What follows belongs to an exercise in optimizing a design on an open flow for small area, a short achievable clock period and few clock cycles per item; a production flow would make more cautious choices.
Function not checked in this run: the RTL went through the layout flow alone.

===== config.mk =====
export PLATFORM = sky130hd
export DESIGN_NAME = rgba_source_over_blend
export DESIGN_NICKNAME = rgba_source_over_blend
export VERILOG_FILES = /design/flow/design.v
export SDC_FILE = /design/flow/constraint.sdc
export NUM_CORES = 4
export LEC_CHECK = 0
export CAP_MARGIN = 20
export CORE_MARGIN = 2
export CORE_UTILIZATION = 40
export SLEW_MARGIN = 20

===== constraint.sdc =====
create_clock -name core_clock -period 10.0 [get_ports {clk}]
set_input_delay 2.0000 -clock core_clock [delete_from_list [all_inputs] [get_ports {clk}]]
set_output_delay 2.0000 -clock core_clock [all_outputs]
set_load 0.01 [all_outputs]

===== design.v =====
package rsob_pkg;
  localparam int CB = 8;
endpackage
module rgba_source_over_blend (
  input  logic        clk,
  input  logic        rst,
  input  logic        s_tvalid,
  output logic        s_tready,
  input  logic [63:0] s_tdata,
  output logic        m_tvalid,
  input  logic        m_tready,
  output logic [31:0] m_tdata
);
  logic go;
  logic sv;
  logic [31:0] skid;
  logic [31:0] res;
  logic res_v;
  assign s_tready = go;
  logic [63:0] in_q;
  logic        v0;
  always_ff @(posedge clk) begin
    if (rst) v0 <= 1'b0;
    else if (go) v0 <= s_tvalid;
  end
  always_ff @(posedge clk) if (go) in_q <= s_tdata;
  logic [7:0]  fa, ba;
  logic        fz;
  logic [15:0] a_c, b_c;
  assign fa = in_q[31:24];
  assign ba = in_q[63:56];
  assign fz = (fa == 8'd0);
  assign a_c = {fa, 8'd0} - {8'd0, fa};
  logic [7:0]  inv;
  logic [15:0] bp;
  assign inv = ~fa;
  assign bp  = ba * inv;
  assign b_c = bp | {15'd0, fz};
  logic [15:0] a1, b1;
  logic        v1;
  logic [2:0]  n1;
  logic [7:0]  m1 [3];
  logic [7:0]  base1 [3];
  always_ff @(posedge clk) begin
    if (rst) v1 <= 1'b0;
    else if (go) v1 <= v0;
  end
  always_ff @(posedge clk) if (go) begin
    a1 <= a_c;
    b1 <= b_c;
  end
  for (genvar c = 0; c < 3; c++) begin : g_s1
    logic [7:0] fc, bc;
    logic [8:0] df;
    logic       neg;
    assign fc  = in_q[8*c +: 8];
    assign bc  = in_q[32 + 8*c +: 8];
    assign df  = {1'b0, fc} - {1'b0, bc};
    assign neg = df[8] & ~fz;
    always_ff @(posedge clk) if (go) begin
      n1[c]    <= neg;
      m1[c]    <= df[8] ? (bc - fc) : df[7:0];
      base1[c] <= neg ? fc : bc;
    end
  end
  logic [15:0] d2;
  logic        v2;
  logic [24:0] r2 [3];    
  logic [7:0]  base2 [3];
  always_ff @(posedge clk) begin
    if (rst) v2 <= 1'b0;
    else if (go) v2 <= v1;
  end
  always_ff @(posedge clk) if (go) d2 <= a1 + b1;
  for (genvar c = 0; c < 3; c++) begin : g_s2
    logic [15:0] wt;
    logic [23:0] x;
    assign wt = n1[c] ? b1 : a1;
    assign x  = wt * m1[c];
    always_ff @(posedge clk) if (go) begin
      r2[c]    <= {x, 1'b0};
      base2[c] <= base1[c];
    end
  end
  logic [17:0] t8_0;
  logic        g8_0;
  assign t8_0 = {1'b0, r2[0][24:8]} - {2'b0, d2};
  assign g8_0 = ~t8_0[17];
  logic [23:0] ro8_0;
  assign ro8_0 = {(g8_0 ? t8_0[15:0] : r2[0][23:8]), r2[0][7:0]};
  logic [17:0] t8_1;
  logic        g8_1;
  assign t8_1 = {1'b0, r2[1][24:8]} - {2'b0, d2};
  assign g8_1 = ~t8_1[17];
  logic [23:0] ro8_1;
  assign ro8_1 = {(g8_1 ? t8_1[15:0] : r2[1][23:8]), r2[1][7:0]};
  logic [17:0] t8_2;
  logic        g8_2;
  assign t8_2 = {1'b0, r2[2][24:8]} - {2'b0, d2};
  assign g8_2 = ~t8_2[17];
  logic [23:0] ro8_2;
  assign ro8_2 = {(g8_2 ? t8_2[15:0] : r2[2][23:8]), r2[2][7:0]};
  logic [17:0] t7_0;
  logic        g7_0;
  assign t7_0 = {1'b0, ro8_0[23:7]} - {2'b0, d2};
  assign g7_0 = ~t7_0[17];
  logic [22:0] ro7_0;
  assign ro7_0 = {(g7_0 ? t7_0[15:0] : ro8_0[22:7]), ro8_0[6:0]};
  logic [17:0] t7_1;
  logic        g7_1;
  assign t7_1 = {1'b0, ro8_1[23:7]} - {2'b0, d2};
  assign g7_1 = ~t7_1[17];
  logic [22:0] ro7_1;
  assign ro7_1 = {(g7_1 ? t7_1[15:0] : ro8_1[22:7]), ro8_1[6:0]};
  logic [17:0] t7_2;
  logic        g7_2;
  assign t7_2 = {1'b0, ro8_2[23:7]} - {2'b0, d2};
  assign g7_2 = ~t7_2[17];
  logic [22:0] ro7_2;
  assign ro7_2 = {(g7_2 ? t7_2[15:0] : ro8_2[22:7]), ro8_2[6:0]};
  logic v3;
  logic [15:0] d3;
  always_ff @(posedge clk) begin
    if (rst) v3 <= 1'b0;
    else if (go) v3 <= v2;
  end
  always_ff @(posedge clk) if (go) d3 <= d2;
  logic [22:0] r3_0;
  logic [1:0] q3_0;
  logic [7:0] b3_0;
  always_ff @(posedge clk) if (go) begin
    r3_0 <= ro7_0;
    q3_0 <= {g8_0, g7_0};
    b3_0 <= base2[0];
  end
  logic [22:0] r3_1;
  logic [1:0] q3_1;
  logic [7:0] b3_1;
  always_ff @(posedge clk) if (go) begin
    r3_1 <= ro7_1;
    q3_1 <= {g8_1, g7_1};
    b3_1 <= base2[1];
  end
  logic [22:0] r3_2;
  logic [1:0] q3_2;
  logic [7:0] b3_2;
  always_ff @(posedge clk) if (go) begin
    r3_2 <= ro7_2;
    q3_2 <= {g8_2, g7_2};
    b3_2 <= base2[2];
  end
  logic [17:0] t6_0;
  logic        g6_0;
  assign t6_0 = {1'b0, r3_0[22:6]} - {2'b0, d3};
  assign g6_0 = ~t6_0[17];
  logic [21:0] ro6_0;
  assign ro6_0 = {(g6_0 ? t6_0[15:0] : r3_0[21:6]), r3_0[5:0]};
  logic [17:0] t6_1;
  logic        g6_1;
  assign t6_1 = {1'b0, r3_1[22:6]} - {2'b0, d3};
  assign g6_1 = ~t6_1[17];
  logic [21:0] ro6_1;
  assign ro6_1 = {(g6_1 ? t6_1[15:0] : r3_1[21:6]), r3_1[5:0]};
  logic [17:0] t6_2;
  logic        g6_2;
  assign t6_2 = {1'b0, r3_2[22:6]} - {2'b0, d3};
  assign g6_2 = ~t6_2[17];
  logic [21:0] ro6_2;
  assign ro6_2 = {(g6_2 ? t6_2[15:0] : r3_2[21:6]), r3_2[5:0]};
  logic [17:0] t5_0;
  logic        g5_0;
  assign t5_0 = {1'b0, ro6_0[21:5]} - {2'b0, d3};
  assign g5_0 = ~t5_0[17];
  logic [20:0] ro5_0;
  assign ro5_0 = {(g5_0 ? t5_0[15:0] : ro6_0[20:5]), ro6_0[4:0]};
  logic [17:0] t5_1;
  logic        g5_1;
  assign t5_1 = {1'b0, ro6_1[21:5]} - {2'b0, d3};
  assign g5_1 = ~t5_1[17];
  logic [20:0] ro5_1;
  assign ro5_1 = {(g5_1 ? t5_1[15:0] : ro6_1[20:5]), ro6_1[4:0]};
  logic [17:0] t5_2;
  logic        g5_2;
  assign t5_2 = {1'b0, ro6_2[21:5]} - {2'b0, d3};
  assign g5_2 = ~t5_2[17];
  logic [20:0] ro5_2;
  assign ro5_2 = {(g5_2 ? t5_2[15:0] : ro6_2[20:5]), ro6_2[4:0]};
  logic v4;
  logic [15:0] d4;
  always_ff @(posedge clk) begin
    if (rst) v4 <= 1'b0;
    else if (go) v4 <= v3;
  end
  always_ff @(posedge clk) if (go) d4 <= d3;
  logic [20:0] r4_0;
  logic [3:0] q4_0;
  logic [7:0] b4_0;
  always_ff @(posedge clk) if (go) begin
    r4_0 <= ro5_0;
    q4_0 <= {{q3_0, g6_0}, g5_0};
    b4_0 <= b3_0;
  end
  logic [20:0] r4_1;
  logic [3:0] q4_1;
  logic [7:0] b4_1;
  always_ff @(posedge clk) if (go) begin
    r4_1 <= ro5_1;
    q4_1 <= {{q3_1, g6_1}, g5_1};
    b4_1 <= b3_1;
  end
  logic [20:0] r4_2;
  logic [3:0] q4_2;
  logic [7:0] b4_2;
  always_ff @(posedge clk) if (go) begin
    r4_2 <= ro5_2;
    q4_2 <= {{q3_2, g6_2}, g5_2};
    b4_2 <= b3_2;
  end
  logic [17:0] t4_0;
  logic        g4_0;
  assign t4_0 = {1'b0, r4_0[20:4]} - {2'b0, d4};
  assign g4_0 = ~t4_0[17];
  logic [19:0] ro4_0;
  assign ro4_0 = {(g4_0 ? t4_0[15:0] : r4_0[19:4]), r4_0[3:0]};
  logic [17:0] t4_1;
  logic        g4_1;
  assign t4_1 = {1'b0, r4_1[20:4]} - {2'b0, d4};
  assign g4_1 = ~t4_1[17];
  logic [19:0] ro4_1;
  assign ro4_1 = {(g4_1 ? t4_1[15:0] : r4_1[19:4]), r4_1[3:0]};
  logic [17:0] t4_2;
  logic        g4_2;
  assign t4_2 = {1'b0, r4_2[20:4]} - {2'b0, d4};
  assign g4_2 = ~t4_2[17];
  logic [19:0] ro4_2;
  assign ro4_2 = {(g4_2 ? t4_2[15:0] : r4_2[19:4]), r4_2[3:0]};
  logic [17:0] t3_0;
  logic        g3_0;
  assign t3_0 = {1'b0, ro4_0[19:3]} - {2'b0, d4};
  assign g3_0 = ~t3_0[17];
  logic [18:0] ro3_0;
  assign ro3_0 = {(g3_0 ? t3_0[15:0] : ro4_0[18:3]), ro4_0[2:0]};
  logic [17:0] t3_1;
  logic        g3_1;
  assign t3_1 = {1'b0, ro4_1[19:3]} - {2'b0, d4};
  assign g3_1 = ~t3_1[17];
  logic [18:0] ro3_1;
  assign ro3_1 = {(g3_1 ? t3_1[15:0] : ro4_1[18:3]), ro4_1[2:0]};
  logic [17:0] t3_2;
  logic        g3_2;
  assign t3_2 = {1'b0, ro4_2[19:3]} - {2'b0, d4};
  assign g3_2 = ~t3_2[17];
  logic [18:0] ro3_2;
  assign ro3_2 = {(g3_2 ? t3_2[15:0] : ro4_2[18:3]), ro4_2[2:0]};
  logic v5;
  logic [15:0] d5;
  always_ff @(posedge clk) begin
    if (rst) v5 <= 1'b0;
    else if (go) v5 <= v4;
  end
  always_ff @(posedge clk) if (go) d5 <= d4;
  logic [18:0] r5_0;
  logic [5:0] q5_0;
  logic [7:0] b5_0;
  always_ff @(posedge clk) if (go) begin
    r5_0 <= ro3_0;
    q5_0 <= {{q4_0, g4_0}, g3_0};
    b5_0 <= b4_0;
  end
  logic [18:0] r5_1;
  logic [5:0] q5_1;
  logic [7:0] b5_1;
  always_ff @(posedge clk) if (go) begin
    r5_1 <= ro3_1;
    q5_1 <= {{q4_1, g4_1}, g3_1};
    b5_1 <= b4_1;
  end
  logic [18:0] r5_2;
  logic [5:0] q5_2;
  logic [7:0] b5_2;
  always_ff @(posedge clk) if (go) begin
    r5_2 <= ro3_2;
    q5_2 <= {{q4_2, g4_2}, g3_2};
    b5_2 <= b4_2;
  end
  logic [17:0] t2_0;
  logic        g2_0;
  assign t2_0 = {1'b0, r5_0[18:2]} - {2'b0, d5};
  assign g2_0 = ~t2_0[17];
  logic [17:0] ro2_0;
  assign ro2_0 = {(g2_0 ? t2_0[15:0] : r5_0[17:2]), r5_0[1:0]};
  logic [17:0] t2_1;
  logic        g2_1;
  assign t2_1 = {1'b0, r5_1[18:2]} - {2'b0, d5};
  assign g2_1 = ~t2_1[17];
  logic [17:0] ro2_1;
  assign ro2_1 = {(g2_1 ? t2_1[15:0] : r5_1[17:2]), r5_1[1:0]};
  logic [17:0] t2_2;
  logic        g2_2;
  assign t2_2 = {1'b0, r5_2[18:2]} - {2'b0, d5};
  assign g2_2 = ~t2_2[17];
  logic [17:0] ro2_2;
  assign ro2_2 = {(g2_2 ? t2_2[15:0] : r5_2[17:2]), r5_2[1:0]};
  logic [17:0] t1_0;
  logic        g1_0;
  assign t1_0 = {1'b0, ro2_0[17:1]} - {2'b0, d5};
  assign g1_0 = ~t1_0[17];
  logic [16:0] ro1_0;
  assign ro1_0 = {(g1_0 ? t1_0[15:0] : ro2_0[16:1]), ro2_0[0:0]};
  logic [17:0] t1_1;
  logic        g1_1;
  assign t1_1 = {1'b0, ro2_1[17:1]} - {2'b0, d5};
  assign g1_1 = ~t1_1[17];
  logic [16:0] ro1_1;
  assign ro1_1 = {(g1_1 ? t1_1[15:0] : ro2_1[16:1]), ro2_1[0:0]};
  logic [17:0] t1_2;
  logic        g1_2;
  assign t1_2 = {1'b0, ro2_2[17:1]} - {2'b0, d5};
  assign g1_2 = ~t1_2[17];
  logic [16:0] ro1_2;
  assign ro1_2 = {(g1_2 ? t1_2[15:0] : ro2_2[16:1]), ro2_2[0:0]};
  logic v6;
  logic [15:0] d6;
  always_ff @(posedge clk) begin
    if (rst) v6 <= 1'b0;
    else if (go) v6 <= v5;
  end
  always_ff @(posedge clk) if (go) d6 <= d5;
  logic [16:0] r6_0;
  logic [7:0] q6_0;
  logic [7:0] b6_0;
  always_ff @(posedge clk) if (go) begin
    r6_0 <= ro1_0;
    q6_0 <= {{q5_0, g2_0}, g1_0};
    b6_0 <= b5_0;
  end
  logic [16:0] r6_1;
  logic [7:0] q6_1;
  logic [7:0] b6_1;
  always_ff @(posedge clk) if (go) begin
    r6_1 <= ro1_1;
    q6_1 <= {{q5_1, g2_1}, g1_1};
    b6_1 <= b5_1;
  end
  logic [16:0] r6_2;
  logic [7:0] q6_2;
  logic [7:0] b6_2;
  always_ff @(posedge clk) if (go) begin
    r6_2 <= ro1_2;
    q6_2 <= {{q5_2, g2_2}, g1_2};
    b6_2 <= b5_2;
  end
  logic [17:0] t0_0;
  logic        g0_0;
  assign t0_0 = {1'b0, r6_0[16:0]} - {2'b0, d6};
  assign g0_0 = ~t0_0[17];
  logic [17:0] t0_1;
  logic        g0_1;
  assign t0_1 = {1'b0, r6_1[16:0]} - {2'b0, d6};
  assign g0_1 = ~t0_1[17];
  logic [17:0] t0_2;
  logic        g0_2;
  assign t0_2 = {1'b0, r6_2[16:0]} - {2'b0, d6};
  assign g0_2 = ~t0_2[17];
  logic [8:0] qf [3];
  assign qf[0] = {q6_0, g0_0};
  assign qf[1] = {q6_1, g0_1};
  assign qf[2] = {q6_2, g0_2};
  assign res[7:0] = b6_0 + qf[0][8:1] + {7'd0, qf[0][0]};
  assign res[15:8] = b6_1 + qf[1][8:1] + {7'd0, qf[1][0]};
  assign res[23:16] = b6_2 + qf[2][8:1] + {7'd0, qf[2][0]};
  logic [16:0] at;
  logic [16:0] as2;
  assign at  = {1'b0, d6} + 17'd128;
  assign as2 = at + {9'd0, at[15:8]};
  assign res[31:24] = as2[15:8];
  assign res_v = v6;
  logic push, pop, ld_head;
  assign push    = go & res_v;
  assign pop     = m_tvalid & m_tready;
  assign ld_head = pop | ~m_tvalid;
  always_ff @(posedge clk) begin
    if (rst) begin
      m_tvalid <= 1'b0;
      sv       <= 1'b0;
      go       <= 1'b1;
    end else begin
      if (ld_head) begin
        m_tvalid <= sv | push;
        sv       <= sv & push;
        go       <= ~(sv & push);
      end else begin
        sv       <= sv | push;
        go       <= ~(sv | push);
      end
    end
  end
  always_ff @(posedge clk) begin
    if (ld_head) m_tdata <= sv ? skid : res;
  end
  always_ff @(posedge clk) begin
    if (push & ~(ld_head & ~sv)) skid <= res;
  end
endmodule

===== run.sh =====
#!/bin/bash
# synth_recipe.tcl (not shown) runs the flow's synth.tcl, then flattens the netlist and writes it again
# the make line also repeats each setting of config.mk as NAME=value (left out here)
make -C /OpenROAD-flow-scripts/flow DESIGN_CONFIG=/design/flow/config.mk WORK_HOME=/design/flow/orfs CLKGATE_MAP_FILE= SYNTH_SCRIPT=/design/flow/synth_recipe.tcl finish

==> flow_summary.toml <==
[status]
outcome = "no timing/DRC/antenna violations"

[setup_path]
startpoint_type = "flip-flop"
rrSetupSlack_ns = 3.03
r2r_cells = 18
endpoint_kind = "flip-flop"
r2r_end = "r4_0[14]"
reg2reg_from = "d3[2]"
cp_max_fo = 22
path_class = "reg2reg"
crit_slowest_cell = "o21ai_2"
worstPathArrival_ns = 7.39
timing.critical_path.cells = "inv_1 -> ha_1 -> o21ai_0 -> a21oi_1 -> o311ai_0 -> o21ai_0 -> a41oi_1 -> nand2_1 -> mux2_2 -> ha_1 -> o211a_1 -> o31ai_1 -> a21oi_1 -> a22oi_1 -> o211ai_1 -> a31oi_1 -> o21ai_2 -> mux2_2"
worstPathRequired_ns = 10.42
cpPeakStageDelay_ns = 0.81

[grt]
grt_pass1_wl_um = 237000
gr-total-overflow = 0
grt_antenna_before_repair = 4
grt_max_degree = 131
grt_use_total = 0.185
grt_pass1_vias = 42200

[sta]
period_share = 0.697
post-route-min-period_ns = 6.97
relSlewSlack = 0.315
tightestPinTransition_ns = 0.999
drv_slew = 0
rsz0062_at_grt = "false"
fmaxAchievable_ghz = 0.143
setup_viol = 0
timing.setup.tns_ns = 0
worst_clock_skew_ns = 0.0348
setup_ws_ns = 3.03
final-hold-violation-count = 0

[place]
gp_congestion = 0.898
hpwl_um = 119000
portBuffers = 101
postPlaceCellArea_um2 = 67200
place_worst_setup_slack_ns = 3.15

[floorplan]
chipWidth_um = 403
ios = 102
die-area_um2 = 162000
core.rowCount = 146
die_h_um = 403
core_um2 = 158000
initial_utilization = 0.403

[logic_synthesis]
syn_nets = 6945
synth_compound_gate_area_share = 0.120
ys.warnings.count = 6
synthSimpleGateAreaFrac = 0.116
synthTopCellsByCount = "771 x edfxtp_1, 684 x ha_1, 615 x inv_1"
syn-cell-area_um2 = 63700
synth_top_family_by_area = "adder cells"
ys_top_cells_by_area = "edfxtp_1 36%, ha_1 13%, fa_1 10%"
yosysMostFrequentCell = "edfxtp_1"
synthArstFlopShare = 0
ys_seq_elements = 781
synthMuxAreaShare = 0.0637
synth_top_area_cell = "edfxtp_1"
synth_top_flop_cell = "edfxtp_1"
synth_fa_ha_area_frac = 0.236
synthXorXnorAreaFrac = 0.0548
postSynthCellCount = 5868
yosysTopAreaCellShare = 0.363
synth_edf_count = 771
postSynthAreaPerCell_um2 = 10.9
synthDistinctLibCells = 85
ys_seq_area_frac = 0.367

[clock_network]
root_buffer = "clkbuf_16"
cts_buffers = 86
clock_sinks = 781
holdBufCountCts = 0
clk_pin_slew_ns = 0.06
cts_setup_buffers = 0
ctsLongestPathBuffers = 3
clock_latency_ns = 0.71
cts_tree = "built"
h-tree-depth = 3
post_cts_resize_count = 0

[hold_path]
min-delay-start = "b5_1[4]"
holdPathStages = 0
holdPathEnd = "b6_1[4]"
hold_class = "reg2reg"

[run]
drv_cap = 0

[drt]
routedWlPerCell_um = 18.6
drt_wl_total_um = 151000
drc = 0
firstDrtPassIters = 6
vias = 42600
ant_nets = 0
vias_per_cell = 5.24
drt-initial-drc-count = 2663

[finish]
drive_above_1_share = 0.0840
area_growth_pct = 9.98
fill_cells = 14600
fin_nets = 7066
diodes = 0
design_area_um2 = 70100
worst max-delay path by stage:
stage	start	end	slack [ns]
after global placement	d3[2]	r4_0[11]	3.12
after floorplan	go	s_tready	3.02
after CTS	d3[2]	r4_0[14]	3.10
after global routing	d3[2]	r4_0[18]	2.54
final	d3[2]	r4_0[14]	3.03
after detailed placement	d3[2]	r4_0[11]	3.15
per-stage QoR:
stage | cells | util | hold slack [ns]
6_report | 8131 | 0.443 | 0.414
5_1_grt | 8131 | 0.443 | 0.419
4_1_cts | 8130 | 0.443 | 0.415
3_5_place_dp | 7972 | 0.425 | 0.405
3_3_place_gp | 7972 | 0.425 | 0.401
2_1_floorplan | 5868 | - | 0.400
per-layer routing:
metal	share of wire	global-route usage
met4	0.036	0.0626
met2	0.46	0.303
met1	0.47	0.253
met3	0.034	0.0211
met5	0	0
layout make-up:
class	instances	area [µm²]	area share
inverter	615	2310	0.0329
tap	2072	2590	0.0370
clock inverter	57	696	0.00993
sequential	781	23400	0.333
clock buffer	101	2210	0.0315
timing repair buffer	126	1210	0.0173
multi-input combinational	4379	37700	0.538
cell families (layout without fill, tap and decap cells):
family,Yosys count,in the layout
adder cells (fa/ha/maj),1009,1009
AO/OA/AOI/OAI,1182,1182
AND/OR/NAND/NOR,1425,1425
buffers and inverters,708,899
flip-flops,781,781
multiplexers,364,364
XOR/XNOR,399,399
sequential cells by signal, indices dropped and copies added (netlist names), 18 cells and up:
name	flops
r4_2	20
m1	24
r4_1	20
r5_2	18
r3_1	22
skid	32
m_tdata	32
base2	24
in_q	64
base1	24
r3_2	22
r5_0	18
r3_0	22
r2	72
r5_1	18
r4_0	20
cell usage in the layout (no fill, tap or decap), types with 101 or more instances in the layout:
cell type	netlist	routed
a21o_1	117	117
a21oi_1	328	328
clkdlybuf4s50_1	0	101
edfxtp_1	771	771
fa_1	325	325
ha_1	684	684
inv_1	615	615
mux2_2	270	270
nand2_1	267	267
nand2b_1	121	121
nor2_1	309	309
nor2b_1	403	403
o21ai_0	251	247
xnor2_1	290	290
xor2_1	109	109
worst max-delay path, delay by kind of cell (launching register included):
kind	cells	cell delay, ns
mux	2	0.93
buf+inv	1	0.32
simple gates	1	0.56
flops	1	0.43
compound gates	12	3.73
fa+ha+maj	2	0.72

==> port drivers added, routing unchanged <==
The results above use ideal ports. As a check the final layout listed here was re-extracted and re-timed, cells and wires unchanged.
Step 1, drivers: a clkbuf_16 drives clk and a buf_2 each remaining input, both assumed.
Step 2 times the ports against the registers' clock, not the clock port: input delays grow and output delays shrink by t, the midpoint of the rising clock arrivals with the driver on.
Slacks: ideal ports / drivers / drivers and shift; pairs: ideal ports / drivers.
t, ns: 0.758
slack for setup (ns): 3.028 / 3.028 / 3.028
hold WS [ns]: 0.414 / 0.414 / 0.414
slew at the worst register clock pin (ns): 0.07 / 0.07
After both steps this run still meets setup and hold. For this run, drivers alone change the setup slack by 0.000 ns; drivers and shift together by 0.000 ns.
